What follows belongs to an exercise in optimizing a design on an open flow for small area; a production flow would make more cautious choices.
RTL that was checked went through simulation tests only; none was proved equivalent to the original.
Power is estimated from default activity; no workload was simulated.

== build 92 ==
==> flow/design.v <==
package issue_pkg;
    typedef enum logic [3:0] {
        OP_NOP    = 4'd0,
        OP_ALU    = 4'd1,
        OP_LOAD   = 4'd2,
        OP_STORE  = 4'd3,
        OP_BRANCH = 4'd4,
        OP_JUMP   = 4'd5,
        OP_JAL    = 4'd6,
        OP_MULDIV = 4'd7,
        OP_PRIV   = 4'd8
    } op_t;
    typedef struct packed {
        op_t         op;
        logic [4:0]  destreg;
        logic [4:0]  srcrega;
        logic [4:0]  srcregb;
        logic        writes_dest;
        logic [31:0] pc;
        logic [15:0] imm;
    } decode_data_t;
    typedef struct packed {
        op_t         op;
        logic [4:0]  destreg;
        logic        writes_dest;
        logic [31:0] pc;
        logic [15:0] imm;
        logic [31:0] rs_val;
        logic [31:0] rt_val;
        logic        rs_ready;
        logic        rt_ready;
    } issue_data_t;
endpackage
module issue_stage (
    input  logic                          clk,
    input  logic                          reset,
    input  logic                          stall,
    input  logic                          flush,
    input  logic [135:0]                  in_data,
    input  logic [1:0]                    hit,
    output logic                          full,
    output logic [19:0]                   reg_addr,
    input  logic [127:0]                  reg_data,
    input  logic [3:0]                    reg_ready,
    output logic [247:0]                  issue_out,
    output logic [32-1:0] single_count,
    output logic [32-1:0] dual_count
);
    logic [3:0][67:0] ebank;
    logic [3:0][67:0] obank;
    logic [2:0]       head;
    logic [3:0]       cnt;
    logic [2:0] tail;
    logic       accept;
    logic [67:0] ebus, obus;
    logic [3:0]  we_e, we_o;
    assign tail = head + cnt[2:0];
    always_comb
    begin
        case (hit)
            2'b11:   full = cnt[3] || (cnt[2:0] == 3'd7);
            2'b10:   full = cnt[3];
            2'b01:   full = cnt[3];
            default: full = 1'b0;
        endcase
    end
    assign accept = !full && !flush;
    assign ebus = (!tail[0] && hit[1]) ? in_data[135:68] : in_data[67:0];
    assign obus = ( tail[0] && hit[1]) ? in_data[135:68] : in_data[67:0];
    always_comb
    begin
        for (int j = 0; j < 4; j++)
        begin
            we_e[j] = accept && (((tail == 3'(2*j)) && hit != 2'b00) ||
                                 ((tail == 3'(2*j-1)) && hit == 2'b11));
            we_o[j] = accept && (((tail == 3'(2*j+1)) && hit != 2'b00) ||
                                 ((tail == 3'(2*j)) && hit == 2'b11));
        end
    end
    always_ff @(posedge clk)
    begin
        for (int j = 0; j < 4; j++)
        begin
            ebank[j] <= ({68{we_e[j]}} & ebus) | ({68{!we_e[j]}} & ebank[j]);
            obank[j] <= ({68{we_o[j]}} & obus) | ({68{!we_o[j]}} & obank[j]);
        end
    end
    logic [1:0]  re_idx;
    logic [67:0] e_rd, o_rd;
    issue_pkg::decode_data_t ea, eb;
    logic va, vb;
    assign re_idx = head[2:1] + {1'b0, head[0]};
    assign e_rd = ebank[re_idx];
    assign o_rd = obank[head[2:1]];
    assign ea = head[0] ? o_rd : e_rd;
    assign eb = head[0] ? e_rd : o_rd;
    assign va = cnt != 4'd0;
    assign vb = cnt[3] || cnt[2] || cnt[1];
    assign reg_addr = {va ? ea.srcrega : 5'd0, va ? ea.srcregb : 5'd0,
                       vb ? eb.srcrega : 5'd0, vb ? eb.srcregb : 5'd0};
    logic ctrl_a, ctrl_b, mem_a, mem_b, raw, en_a, en_b;
    assign ctrl_a = ea.op == issue_pkg::OP_BRANCH || ea.op == issue_pkg::OP_JUMP ||
                    ea.op == issue_pkg::OP_JAL;
    assign ctrl_b = eb.op == issue_pkg::OP_BRANCH || eb.op == issue_pkg::OP_JUMP ||
                    eb.op == issue_pkg::OP_JAL;
    assign mem_a = ea.op == issue_pkg::OP_LOAD || ea.op == issue_pkg::OP_STORE;
    assign mem_b = eb.op == issue_pkg::OP_LOAD || eb.op == issue_pkg::OP_STORE;
    assign raw = ea.writes_dest && (ea.destreg == eb.srcrega || ea.destreg == eb.srcregb);
    assign en_a = va && !(ctrl_a && !vb);
    assign en_b = en_a && vb && !(ctrl_b || (mem_a && mem_b) || raw ||
                                  ea.op == issue_pkg::OP_PRIV || eb.op == issue_pkg::OP_PRIV ||
                                  (ea.op == issue_pkg::OP_MULDIV && eb.op == issue_pkg::OP_MULDIV));
    logic [1:0] n_enq;
    logic [3:0] cnt_enq, cnt_m1, cnt_m2;
    logic       go;
    assign n_enq   = accept ? {hit[1] && hit[0], hit[1] ^ hit[0]} : 2'd0;
    assign cnt_enq = cnt + {2'b0, n_enq};
    assign cnt_m1  = cnt_enq - 4'd1;
    assign cnt_m2  = cnt_enq - 4'd2;
    assign go      = !stall && en_a;
    always_ff @(posedge clk)
    begin
        if (!reset || flush)
        begin
            head <= '0;
            cnt  <= '0;
        end
        else if (!go)
            cnt <= cnt_enq;
        else if (en_b)
        begin
            head <= head + 3'd2;
            cnt  <= cnt_m2;
        end
        else
        begin
            head <= head + 3'd1;
            cnt  <= cnt_m1;
        end
    end
    issue_pkg::issue_data_t sa, sb, oa, ob;
    always_comb
    begin
        sa.op          = ea.op;
        sa.destreg     = ea.destreg;
        sa.writes_dest = ea.writes_dest;
        sa.pc          = ea.pc;
        sa.imm         = ea.imm;
        sa.rs_val      = reg_data[127:96];
        sa.rs_ready    = reg_ready[3];
        if (ea.op == issue_pkg::OP_JAL)
        begin
            sa.rt_val   = ea.pc + 32'd8;
            sa.rt_ready = 1'b1;
        end
        else
        begin
            sa.rt_val   = reg_data[95:64];
            sa.rt_ready = reg_ready[2];
        end
        sb.op          = eb.op;
        sb.destreg     = eb.destreg;
        sb.writes_dest = eb.writes_dest;
        sb.pc          = eb.pc;
        sb.imm         = eb.imm;
        sb.rs_val      = reg_data[63:32];
        sb.rs_ready    = reg_ready[1];
        sb.rt_val      = reg_data[31:0];
        sb.rt_ready    = reg_ready[0];
    end
    logic hold, load_a, load_b;
    assign hold   = reset && !flush && stall;
    assign load_a = reset && !flush && !stall && en_a;
    assign load_b = reset && !flush && !stall && en_b;
    always_ff @(posedge clk)
    begin
        oa <= ({124{hold}} & oa) | ({124{load_a}} & sa);
        ob <= ({124{hold}} & ob) | ({124{load_b}} & sb);
    end
    assign issue_out = {oa, ob};
    logic inc_d, inc_s;
    logic [32:0] cy_d, cy_s;
    assign inc_d = !stall && !flush && en_a && en_b;
    assign inc_s = !stall && !flush && en_a && !en_b;
    assign cy_d[0] = inc_d;
    assign cy_s[0] = inc_s;
    always_comb
    begin
        for (int i = 0; i < 32; i++)
        begin
            cy_d[i+1] = cy_d[i] && dual_count[i];
            cy_s[i+1] = cy_s[i] && single_count[i];
        end
    end
    always_ff @(posedge clk)
    begin
        dual_count   <= {32{reset}} & (dual_count ^ cy_d[32-1:0]);
        single_count <= {32{reset}} & (single_count ^ cy_s[32-1:0]);
    end
endmodule
==> flow/config.mk <==
export PLATFORM = sky130hd
export DESIGN_NAME = issue_stage
export DESIGN_NICKNAME = issue_stage
export VERILOG_FILES = /design/flow/design.v
export SDC_FILE = /design/flow/constraint.sdc
export NUM_CORES = 4
export LEC_CHECK = 0
export CAP_MARGIN = 0
export CORE_MARGIN = 2
export CORE_UTILIZATION = 75
export PLACE_DENSITY = 0.8
export SLEW_MARGIN = 0
==> flow/constraint.sdc <==
create_clock -name core_clock -period 4.2 [get_ports {clk}]
set_input_delay 0.8400 -clock core_clock [delete_from_list [all_inputs] [get_ports {clk}]]
set_output_delay 0.8400 -clock core_clock [all_outputs]
set_load 0.01 [all_outputs]
standard.sh (not shown) runs the stock make flow with config.mk's settings and CLKGATE_MAP_FILE= SYNTH_SCRIPT=/design/flow/synth_recipe.tcl, a recipe that flattens the netlist after the stock synthesis.
==> flow/flow/run.sh <==
#!/bin/bash
set -euo pipefail
export BUFFER_PORTS_ARGS="-buffer_cell sky130_fd_sc_hd__buf_1"
export CTS_ARGS="-sink_clustering_enable -repair_clock_nets -dont_use_dummy_load -buf_list {sky130_fd_sc_hd__clkbuf_8} -sink_clustering_size 14 -sink_clustering_max_diameter 50"
bash standard.sh > standard_flow.log 2>&1
Layout checks on build 92: not met. Flow itself completed; violations: setup timing.
Here is what was changed in the inputs of trial 59 compared with build 92.
-- flow/design.v --
<<< build 92, line 179
    end
    assign issue_out = {oa, ob};
    logic inc_d, inc_s;
    logic [32:0] cy_d, cy_s;
    assign inc_d = !stall && !flush && en_a && en_b;
    assign inc_s = !stall && !flush && en_a && !en_b;
    assign cy_d[0] = inc_d;
    assign cy_s[0] = inc_s;
    always_comb
    begin
        for (int i = 0; i < 32; i++)
        begin
            cy_d[i+1] = cy_d[i] && dual_count[i];
            cy_s[i+1] = cy_s[i] && single_count[i];
        end
    end
    always_ff @(posedge clk)
    begin
        dual_count   <= {32{reset}} & (dual_count ^ cy_d[32-1:0]);
        single_count <= {32{reset}} & (single_count ^ cy_s[32-1:0]);
    end
endmodule
>>> trial 59, line 179
    end
    assign issue_out = {oa, ob};
    always_ff @(posedge clk)
    begin
        if (!reset)
        begin
            single_count <= '0;
            dual_count   <= '0;
        end
        else if (!stall && !flush)
        begin
            if (en_a && en_b)
                dual_count <= dual_count + 32'd1;
            if (en_a && !en_b)
                single_count <= single_count + 32'd1;
        end
    end
endmodule
Findings:
The core of trial 59 is less densely filled than that of build 92. Taking build 92 as the reference point, the growth of design area from synthesis to finish of trial 59 falls by 4.3 points. Non-clock buffer count (trial 59 / build 92): 0.904. Trial 59 completed end to end with timing, DRC and antenna clean. Of trial 59 and build 92, it is trial 59 that has the higher gate count after technology mapping. Data required time at the worst endpoint (trial 59 over build 92): decrease, 0.02 ns. From build 92 to trial 59 the numbers moved as follows: leakage power saw a decrease, clock slew at the register clock pins of the worst setup and hold paths saw little to no change, period utilization saw a decrease, die area saw an increase, via count saw a decrease. Cell count along the critical path was lower in trial 59 than in build 92. Re number of nets with antenna violations after routing: no difference whatsoever between trial 59 and build 92. The cell area after technology mapping of trial 59 exceeds that of build 92 by 350 sq um. Aggregate routed wire length: trial 59 < build 92.
Function not checked in build 92: the RTL went through the layout flow alone.

[what the ideal ports hide]
The results above use ideal ports. As a check the final layouts listed here were re-extracted and re-timed, cells and wires unchanged.
Step 1 sets driving cells, clkbuf_16 on the clock port and buf_2 on the other inputs (assumed; they add their load-dependent delay and slew).
Step 2 moves the port delays by t, midway between the first and last clock arrival at a register: inputs arrive t later, outputs are due t later. That takes back most of the time a late clock gives input paths.
Slacks: ideal ports / drivers / drivers and shift; pairs: ideal ports / drivers.
run | t, ns | slack for setup (ns) | slew at the worst register clock pin (ns)
build 92 | 0.762 | -3.760 / -3.760 / -3.760 | 0.11 / 0.11
trial 59 | 0.730 | 0.111 / 0.111 / 0.111 | 0.10 / 0.10
